What follows belongs to an exercise in optimizing a design on an open flow for small area; a production flow would make more cautious choices. The RTL was checked by simulation tests, not by an equivalence proof against the original design. The flow treats the clock pin as an ideal source, which a real chip does not have. No activity file was given, so power comes from the tool's default toggle rates.

## rhythm_video_top
module rhythm_video_top (
   input  wire logic                    clock_65mhz,
   input  wire logic                    reset,
   input  wire logic [1:0]              mode,
   input  wire logic [63:0]             next_notes,
   input  wire logic [25:0]             tempo,
   input  wire logic                    playing_correct,
   output logic [7:0]                   vga_red,
   output logic [7:0]                   vga_green,
   output logic [7:0]                   vga_blue,
   output logic                         vga_hsync,
   output logic                         vga_vsync,
   output logic                         vga_blank_b
);
For scale: ~800 cells after synthesis, about 190 flip-flops, about 8200 µm² of cells after synthesis.
==> module note_renderer, before the edit <==
module note_renderer (
   input  wire logic                clock_65mhz,
   input  wire raster_pkg::hcount_t hcount,
   input  wire raster_pkg::vcount_t vcount,
   input  wire logic [10:0]         lead_x,
   input  wire logic [63:0]         codes,
   input  wire logic                codes_valid,
   input  wire logic                correct_q,
   output logic [2:0]               class_q,
   output logic                     border_q,
   output logic [2:0]               bars_q,
   output logic                     vsync_q,
   output logic                     blank_q
);
   logic [11:0] strip_x;
   logic [3:0]  note_idx;
   logic [3:0]  code;
   logic [2:0]  code_row;
   logic [2:0]  line_row;
   logic        note_on;
   logic        staff_hit;
   logic        in_staff;
   logic        edge_hit;
   logic        blank;
   logic [2:0]  pix_class;
   logic [10:0] lead_x_n;
   logic [11:0] carry;
   assign lead_x_n = ~lead_x;
   assign carry[0] = 1'b1;
   for (genvar i = 0; i < 11; i++) begin : g_strip
      assign strip_x[i]  = hcount[i] ^ lead_x_n[i] ^ carry[i];
      assign carry[i+1]  = (hcount[i] & lead_x_n[i]) |
                           (carry[i] & (hcount[i] | lead_x_n[i]));
   end
   assign strip_x[11] = ~carry[11];
   assign note_idx    = strip_x[9:6];
   assign code     = codes[4*note_idx +: 4];
   always_comb begin
      case (code)
         4'd1, 4'd2, 4'd13: code_row = 3'd6;
         4'd3, 4'd4:        code_row = 3'd5;
         4'd5:              code_row = 3'd4;
         4'd6, 4'd7:        code_row = 3'd3;
         4'd8, 4'd9:        code_row = 3'd2;
         4'd10, 4'd11:      code_row = 3'd1;
         4'd12:             code_row = 3'd0;
         default:           code_row = 3'd7;
      endcase
   end
   always_comb begin
      line_row = 3'd7;
      for (int r = 0; r < 7; r++) begin
         if (vcount >= 10'(144 + 74 * r) &&
             vcount < 10'(144 + 74 * r + 35))
            line_row = 3'(r);
      end
   end
   assign note_on = codes_valid && strip_x[11:10] == 2'b00 &&
                    hcount > 72 && code_row == line_row &&
                    code_row != 3'd7;
   always_comb begin
      staff_hit = 1'b0;
      for (int i = 0; i < 8; i++) begin
         if (vcount == 128 + 73 * i)
            staff_hit = 1'b1;
      end
   end
   assign in_staff = (vcount >= 128) && (vcount <= 639);
   assign edge_hit = in_staff && (hcount == 72 || hcount == 1024 - 1);
   assign blank    = hcount[10] | (vcount[9] & vcount[8]);
   always_comb begin
      if (blank)
         pix_class = 3'd0;
      else if (edge_hit)
         pix_class = 3'd2;
      else if (note_on) begin
         if (note_idx == 4'd0)
            pix_class = correct_q ? 3'd5 : 3'd6;
         else if (code == 4'd13)
            pix_class = 3'd4;
         else if (code == 4'd2 || code == 4'd4 || code == 4'd7 ||
                  code == 4'd9 || code == 4'd11)
            pix_class = 3'd3;
         else
            pix_class = 3'd2;
      end else if (staff_hit && hcount >= 72)
         pix_class = 3'd1;
      else
         pix_class = 3'd0;
   end
   always_ff @(posedge clock_65mhz) begin
      class_q  <= pix_class;
      border_q <= (hcount == 0) || (hcount == 1024 - 1) ||
                  (vcount == 0) || (vcount == 768 - 1);
      bars_q   <= hcount[8:6];
      vsync_q  <= !(vcount >= 777 && vcount < 783);
      blank_q  <= blank;
   end
endmodule
clock: 15.0 ns
lec_check: 0
cap_margin: 5
core_margin: 2
core_utilization: 70
cts_buf_list: sky130_fd_sc_hd__clkbuf_8
slew_margin: 5
standard.sh (not shown) runs the stock make flow with config.mk's settings and CLKGATE_MAP_FILE= SYNTH_SCRIPT=/design/flow/synth_recipe.tcl, a recipe that flattens the netlist after the stock synthesis.
==> flow/flow/run.sh <==
#!/bin/bash
# The standard layout (standard.sh), with these changes:
# - synthesis maps with an area-oriented ABC script (abc_area_map.script)
#   in place of ORFS's speed script; everything else in synthesis is as
#   standard (same scripts, copied so the one file can be replaced)
# - the port buffers are the smallest buffer cell
# - clock tree synthesis with clkbuf_8 only and without dummy loads; then
#   each clock buffer whose clock pins keep a low slew with clkbuf_4 gets
#   clkbuf_4 (clock_leaf_downsize.tcl)
set -euo pipefail
W=$(pwd)
rm -rf "$W/orfs_scripts"
cp -r "$FLOW_HOME/scripts" "$W/orfs_scripts"
cp "$W/flow/abc_area_map.script" "$W/orfs_scripts/abc_speed.script"
export SCRIPTS_DIR="$W/orfs_scripts"
export BUFFER_PORTS_ARGS="-buffer_cell sky130_fd_sc_hd__buf_1"
export POST_CTS_TCL="$W/flow/clock_leaf_downsize.tcl"
export CTS_ARGS="-sink_clustering_enable -repair_clock_nets -buf_list sky130_fd_sc_hd__clkbuf_8 -dont_use_dummy_load"
bash standard.sh > "$W/standard_make.log" 2>&1
Other scripts of this flow, unchanged in this note and not shown: flow/flow/abc_area_map.script, flow/flow/clock_leaf_downsize.tcl
Edit:
--- a/flow/design.v
+++ b/flow/design.v
@@ -147,8 +147,6 @@
    logic [11:0] strip_x;
    logic [3:0]  note_idx;
    logic [3:0]  code;
-   logic [2:0]  code_row;
-   logic [2:0]  line_row;
    logic        note_on;
    logic        staff_hit;
    logic        in_staff;
@@ -167,29 +165,25 @@
    assign strip_x[11] = ~carry[11];
    assign note_idx    = strip_x[9:6];
    assign code     = codes[4*note_idx +: 4];
+   logic [6:0] code_rows;
+   logic [6:0] line_rows;
    always_comb begin
       case (code)
-         4'd1, 4'd2, 4'd13: code_row = 3'd6;
-         4'd3, 4'd4:        code_row = 3'd5;
-         4'd5:              code_row = 3'd4;
-         4'd6, 4'd7:        code_row = 3'd3;
-         4'd8, 4'd9:        code_row = 3'd2;
-         4'd10, 4'd11:      code_row = 3'd1;
-         4'd12:             code_row = 3'd0;
-         default:           code_row = 3'd7;
+         4'd1, 4'd2, 4'd13: code_rows = 7'b1000000;
+         4'd3, 4'd4:        code_rows = 7'b0100000;
+         4'd5:              code_rows = 7'b0010000;
+         4'd6, 4'd7:        code_rows = 7'b0001000;
+         4'd8, 4'd9:        code_rows = 7'b0000100;
+         4'd10, 4'd11:      code_rows = 7'b0000010;
+         4'd12:             code_rows = 7'b0000001;
+         default:           code_rows = 7'b0000000;
       endcase
-   end
-   always_comb begin
-      line_row = 3'd7;
-      for (int r = 0; r < 7; r++) begin
-         if (vcount >= 10'(144 + 74 * r) &&
-             vcount < 10'(144 + 74 * r + 35))
-            line_row = 3'(r);
-      end
+      for (int r = 0; r < 7; r++)
+         line_rows[r] = vcount >= 10'(144 + 74 * r) &&
+                        vcount < 10'(144 + 74 * r + 35);
    end
    assign note_on = codes_valid && strip_x[11:10] == 2'b00 &&
-                    hcount > 72 && code_row == line_row &&
-                    code_row != 3'd7;
+                    hcount > 72 && |(code_rows & line_rows);
    always_comb begin
       staff_hit = 1'b0;
       for (int i = 0; i < 8; i++) begin
Outcome: Critical path depth is unchanged. Clock-buffer cell count does not change. Synthesized cell count goes down by 1.0%. Core utilization drops by 0.11 points. Power increases by 1.3%. Non-clock buffer count is unchanged. Worst setup slack gains 0.24 ns. Die area came out lower by 0.37%. Routed wire length falls by 1.6%. Combinational power stays flat.

==> what the ideal ports hide <==
Ports are ideal in the flow. The routed layouts listed here were re-timed in OpenROAD.
Step 1: set_driving_cell puts a clkbuf_16 on clock_65mhz and a buf_2 on each other input, an assumption about the parent block.
Step 2 also shifts input and output timing later by t, the mid clock arrival at the registers, as if the neighbouring blocks saw the same clock.
a / b / c = no drivers / after step 1 / after step 2; a / b = the first two.
run	t (ns)	setup slack, ns	hold WS [ns]	worst setup path at the end	latest minus earliest clock arrival (ns)
the first run	0.481	8.751 / 8.751 / 8.751	0.403 / 0.403 / 0.403	register to register	0.030 / 0.030
the second run	0.489	8.996 / 8.996 / 8.996	0.392 / 0.392 / 0.392	register to register	0.037 / 0.037
After both steps setup and hold are still met in every run listed.
